Source: an optimization exercise on an open RTL-to-GDS flow (aim: small area). Production flows keep margins and buffers that such runs may drop.
The RTL was checked by simulation tests, not by an equivalence proof against the original design.
The flow treats the clock pin as an ideal source. Dropping or thinning the clock tree relies on that and would not hold on a real chip.
Power is estimated from default activity; no workload was simulated.

==> flow/design.v (excerpt) <==
module utf8_codepoint_cell_width_core (
   input  logic               clock,
   input  logic               reset,
   input  logic               req_valid,
   output logic               req_ready,
   input  logic [7:0]         req_in_byte,
   output logic               rsp_valid,
   input  logic               rsp_ready,
   output logic [20:0]        rsp_code_point,
   output logic [2:0]         rsp_byte_count,
   output logic [1:0]         rsp_cell_width
);
   logic take;
   logic done;
   logic vld_ff;
   assign req_ready = !vld_ff || rsp_ready;
   assign take      = req_valid && req_ready;
   u8cw_decode u_decode (
      .clock      (clock),
      .reset      (reset),
      .step       (take),
      .in_byte    (req_in_byte),
      .done       (done),
      .code_point (rsp_code_point),
      .byte_count (rsp_byte_count)
   );
   u8cw_width u_width (
      .code_point (rsp_code_point),
      .cell_width (rsp_cell_width)
   );
   always_ff @(posedge clock) begin
      if (reset)
         vld_ff <= 1'b0;
      else if (req_ready)
         vld_ff <= take && done;
   end
   assign rsp_valid = vld_ff;
endmodule
Size: ~40 I/O pins.
Settings: LEC_CHECK=0, ABC_AREA=1, CAP_MARGIN=10, CORE_MARGIN=2, CORE_UTILIZATION=25, GPL_TIMING_DRIVEN=0, PLACE_DENSITY=0.4, SLEW_MARGIN=10; clock period 10.0 ns.
standard.sh (not shown) runs the stock make flow with config.mk's settings and CLKGATE_MAP_FILE= SYNTH_SCRIPT=/design/flow/synth_recipe.tcl, a recipe that flattens the netlist after the stock synthesis.
==> flow/flow/run.sh <==
#!/bin/bash
# Own layout flow: the standard synthesis, then an area-only re-map of its
# combinational logic (registers untouched), then the standard layout steps
# with small port buffers and a small clock tree.
# Each tool writes its full output to a log file of its own in this folder.
set -euo pipefail
W=$(pwd)
F=$W/flow
R=$W/orfs/results/$FLOW_PLATFORM/utf8_codepoint_cell_width_core/base

# 1. standard synthesis, unchanged
bash standard.sh synth > $W/log_1_standard_synth.txt 2>&1
cp $R/1_2_yosys.v $W/std_1_2_yosys.v

# 2. re-map the combinational logic for area (registers kept as they are):
#    try a few ABC mapping scripts and keep the smallest netlist
export REMAP_LIB=$FLOW_HOME/platforms/$FLOW_PLATFORM/lib/sky130_fd_sc_hd__tt_025C_1v80.lib
export REMAP_IN=$W/std_1_2_yosys.v
export REMAP_MID=$W/remap_mid.v
export REMAP_DONT_USE=$(sed -n '/^export DONT_USE_CELLS/,/^[^ ]*$/p' \
   $FLOW_HOME/platforms/$FLOW_PLATFORM/config.mk | grep -o 'sky130_fd_sc_hd__[a-z0-9_]*' | tr '\n' ' ')
yosys -c $F/remap1.tcl > $W/log_2_remap1.txt 2>&1
best=""; best_area=""
for s in $F/map_*.abc; do
   n=$(basename $s .abc)
   export REMAP_SCRIPT=$s REMAP_OUT=$W/remap_$n.v REMAP_STAT=$W/remap_$n.stat.txt
   if yosys -c $F/remap2.tcl > $W/log_3_remap2_$n.txt 2>&1; then
      a=$(grep 'Chip area' $REMAP_STAT | awk '{print $NF}')
      echo "$n $a" >> $W/remap_areas.txt
      if [[ -z "$best" ]] || awk "BEGIN{exit !($a < $best_area)}"; then best=$n; best_area=$a; fi
   fi
done
echo "chosen $best $best_area" >> $W/remap_areas.txt
cp $W/remap_$best.v $R/1_2_yosys.v

# 3. the standard layout from the re-mapped netlist; ports get the smallest
#    buffer, and the clock tree uses small buffers and no dummy loads
export BUFFER_PORTS_ARGS="-buffer_cell sky130_fd_sc_hd__buf_1"
export CTS_ARGS="-sink_clustering_enable -repair_clock_nets -dont_use_dummy_load -root_buf sky130_fd_sc_hd__clkbuf_8 -buf_list sky130_fd_sc_hd__clkbuf_8"
bash standard.sh finish > $W/log_4_standard_layout.txt 2>&1
test -f $W/out/final.def
Other scripts of this flow, unchanged in this note and not shown: flow/flow/map_a.abc, flow/flow/map_b.abc, flow/flow/map_c.abc, flow/flow/map_d.abc, flow/flow/map_e.abc, flow/flow/map_f.abc, flow/flow/remap1.tcl, flow/flow/remap2.tcl
Change:
--- a/flow/flow/run.sh
+++ b/flow/flow/run.sh
@@ -38,3 +38,3 @@
 export BUFFER_PORTS_ARGS="-buffer_cell sky130_fd_sc_hd__buf_1"
-export CTS_ARGS="-sink_clustering_enable -repair_clock_nets -dont_use_dummy_load -root_buf sky130_fd_sc_hd__clkbuf_8 -buf_list sky130_fd_sc_hd__clkbuf_8"
+export CTS_ARGS="-sink_clustering_enable -repair_clock_nets -dont_use_dummy_load -sink_clustering_size 30 -sink_clustering_max_diameter 500 -root_buf sky130_fd_sc_hd__clkbuf_8 -buf_list sky130_fd_sc_hd__clkbuf_8"
 bash standard.sh finish > $W/log_4_standard_layout.txt 2>&1
The new run passed the timing, DRC and antenna checks.
Setup slack is unchanged.
Cell count is unchanged.
Maximum frequency is unchanged.
Synthesized cell count stays the same.
Combinational power is about the same.

========
utf8_codepoint_cell_width_core, a different RTL version from the one above (not shown whole).
Size in the first run: roughly 490 cells after synthesis, about 3100 um^2 of cells after synthesis.
export LEC_CHECK = 0
export ABC_AREA = 1
export CAP_MARGIN = 10
export CORE_MARGIN = 2
export CORE_UTILIZATION = 25
export GPL_TIMING_DRIVEN = 0
export PLACE_DENSITY = 0.4
export SLEW_MARGIN = 10
create_clock -name core_clock -period 10.0 [get_ports {clock}]
==> flow/flow/run.sh <==
#!/bin/bash
# Own layout flow: the standard synthesis, then an area-only re-map of its
# combinational logic (registers untouched), then the standard layout steps
# with small port buffers and a one-buffer clock tree.
# Each tool writes its full output to a log file of its own in this folder.
set -euo pipefail
W=$(pwd)
F=$W/flow
R=$W/orfs/results/$FLOW_PLATFORM/utf8_codepoint_cell_width_core/base

# 1. standard synthesis, unchanged
bash standard.sh synth > $W/log_1_standard_synth.txt 2>&1
cp $R/1_2_yosys.v $W/std_1_2_yosys.v

# 2. re-map the combinational logic for area (registers kept as they are):
#    try a few ABC mapping scripts and keep the smallest netlist
export REMAP_LIB=$FLOW_HOME/platforms/$FLOW_PLATFORM/lib/sky130_fd_sc_hd__tt_025C_1v80.lib
export REMAP_IN=$W/std_1_2_yosys.v
export REMAP_MID=$W/remap_mid.v
export REMAP_DONT_USE=$(sed -n '/^export DONT_USE_CELLS/,/^[^ ]*$/p' \
   $FLOW_HOME/platforms/$FLOW_PLATFORM/config.mk | grep -o 'sky130_fd_sc_hd__[a-z0-9_]*' | tr '\n' ' ')
yosys -c $F/remap1.tcl > $W/log_2_remap1.txt 2>&1
best=""; best_area=""
for s in $F/map_*.abc; do
   n=$(basename $s .abc)
   export REMAP_SCRIPT=$s REMAP_OUT=$W/remap_$n.v REMAP_STAT=$W/remap_$n.stat.txt
   if yosys -c $F/remap2.tcl > $W/log_3_remap2_$n.txt 2>&1; then
      a=$(grep 'Chip area' $REMAP_STAT | awk '{print $NF}')
      echo "$n $a" >> $W/remap_areas.txt
      if [[ -z "$best" ]] || awk "BEGIN{exit !($a < $best_area)}"; then best=$n; best_area=$a; fi
   fi
done
echo "chosen $best $best_area" >> $W/remap_areas.txt
cp $W/remap_$best.v $R/1_2_yosys.v

# 3. the standard layout from the re-mapped netlist; ports get the smallest
#    buffer, the clock tree uses no dummy loads, and after CTS the tree is
#    collapsed to one strong root buffer (post_cts.tcl)
export BUFFER_PORTS_ARGS="-buffer_cell sky130_fd_sc_hd__buf_1"
export CTS_ARGS="-sink_clustering_enable -repair_clock_nets -dont_use_dummy_load -root_buf sky130_fd_sc_hd__clkbuf_8 -buf_list sky130_fd_sc_hd__clkbuf_8"
export POST_CTS_TCL=$F/post_cts.tcl
bash standard.sh finish > $W/log_4_standard_layout.txt 2>&1
test -f $W/out/final.def
Other scripts of this flow, unchanged in this note and not shown: flow/flow/map_a.abc, flow/flow/map_b.abc, flow/flow/map_c.abc, flow/flow/map_d.abc, flow/flow/map_e.abc, flow/flow/map_f.abc, flow/flow/map_g.abc, flow/flow/map_h.abc, flow/flow/map_i.abc, flow/flow/map_j.abc, flow/flow/map_k.abc, flow/flow/map_l.abc, flow/flow/map_m.abc, flow/flow/map_n.abc, flow/flow/map_o.abc, flow/flow/map_p.abc, flow/flow/post_cts.tcl, flow/flow/remap1.tcl, flow/flow/remap2.tcl
==> next run, changes <==
Settings changed: CORE_UTILIZATION 25 to 30, PLACE_DENSITY 0.4 to 0.45.
The new run produced a clean layout.
Power falls by about 1%.
Final area stays flat.
Register-to-register slack is worse by 0.03 ns.
Sequential share of layout area barely changes.
Critical path depth is lower by 1.
Final cell count came out lower by 2.1%.
Clock power came out higher by about 4%.

## re-timing with driven ports
In the flow no input, the clock included, has a driving cell. The finished layouts below were timed again as built, in two steps.
Step 1 sets driving cells, clkbuf_16 on the clock port and buf_2 on the other inputs (assumed; they add their load-dependent delay and slew).
Step 2 times the ports against the registers' clock, not the clock port: input delays grow and output delays shrink by t, the midpoint of the rising clock arrivals with the driver on.
Slacks: ideal ports / drivers / drivers and shift; pairs: ideal ports / drivers.
| run | shift t [ns] | slack for setup (ns) | worst setup path after step 2 | clock arrival spread, ns |
|---|---|---|---|---|
| the first run of note 1 | 0.284 | 2.157 / 2.132 / 2.417 | register to output | 0.013 / 0.013 |
| the second run of note 1 | 0.284 | 2.157 / 2.132 / 2.417 | register to output | 0.013 / 0.013 |
| the first run of note 2 | 0.189 | 2.870 / 2.839 / 3.028 | register to output | 0.005 / 0.006 |
| the second run of note 2 | 0.191 | 2.789 / 2.759 / 2.950 | register to output | 0.003 / 0.003 |
After both steps setup and hold are still met in every run listed.
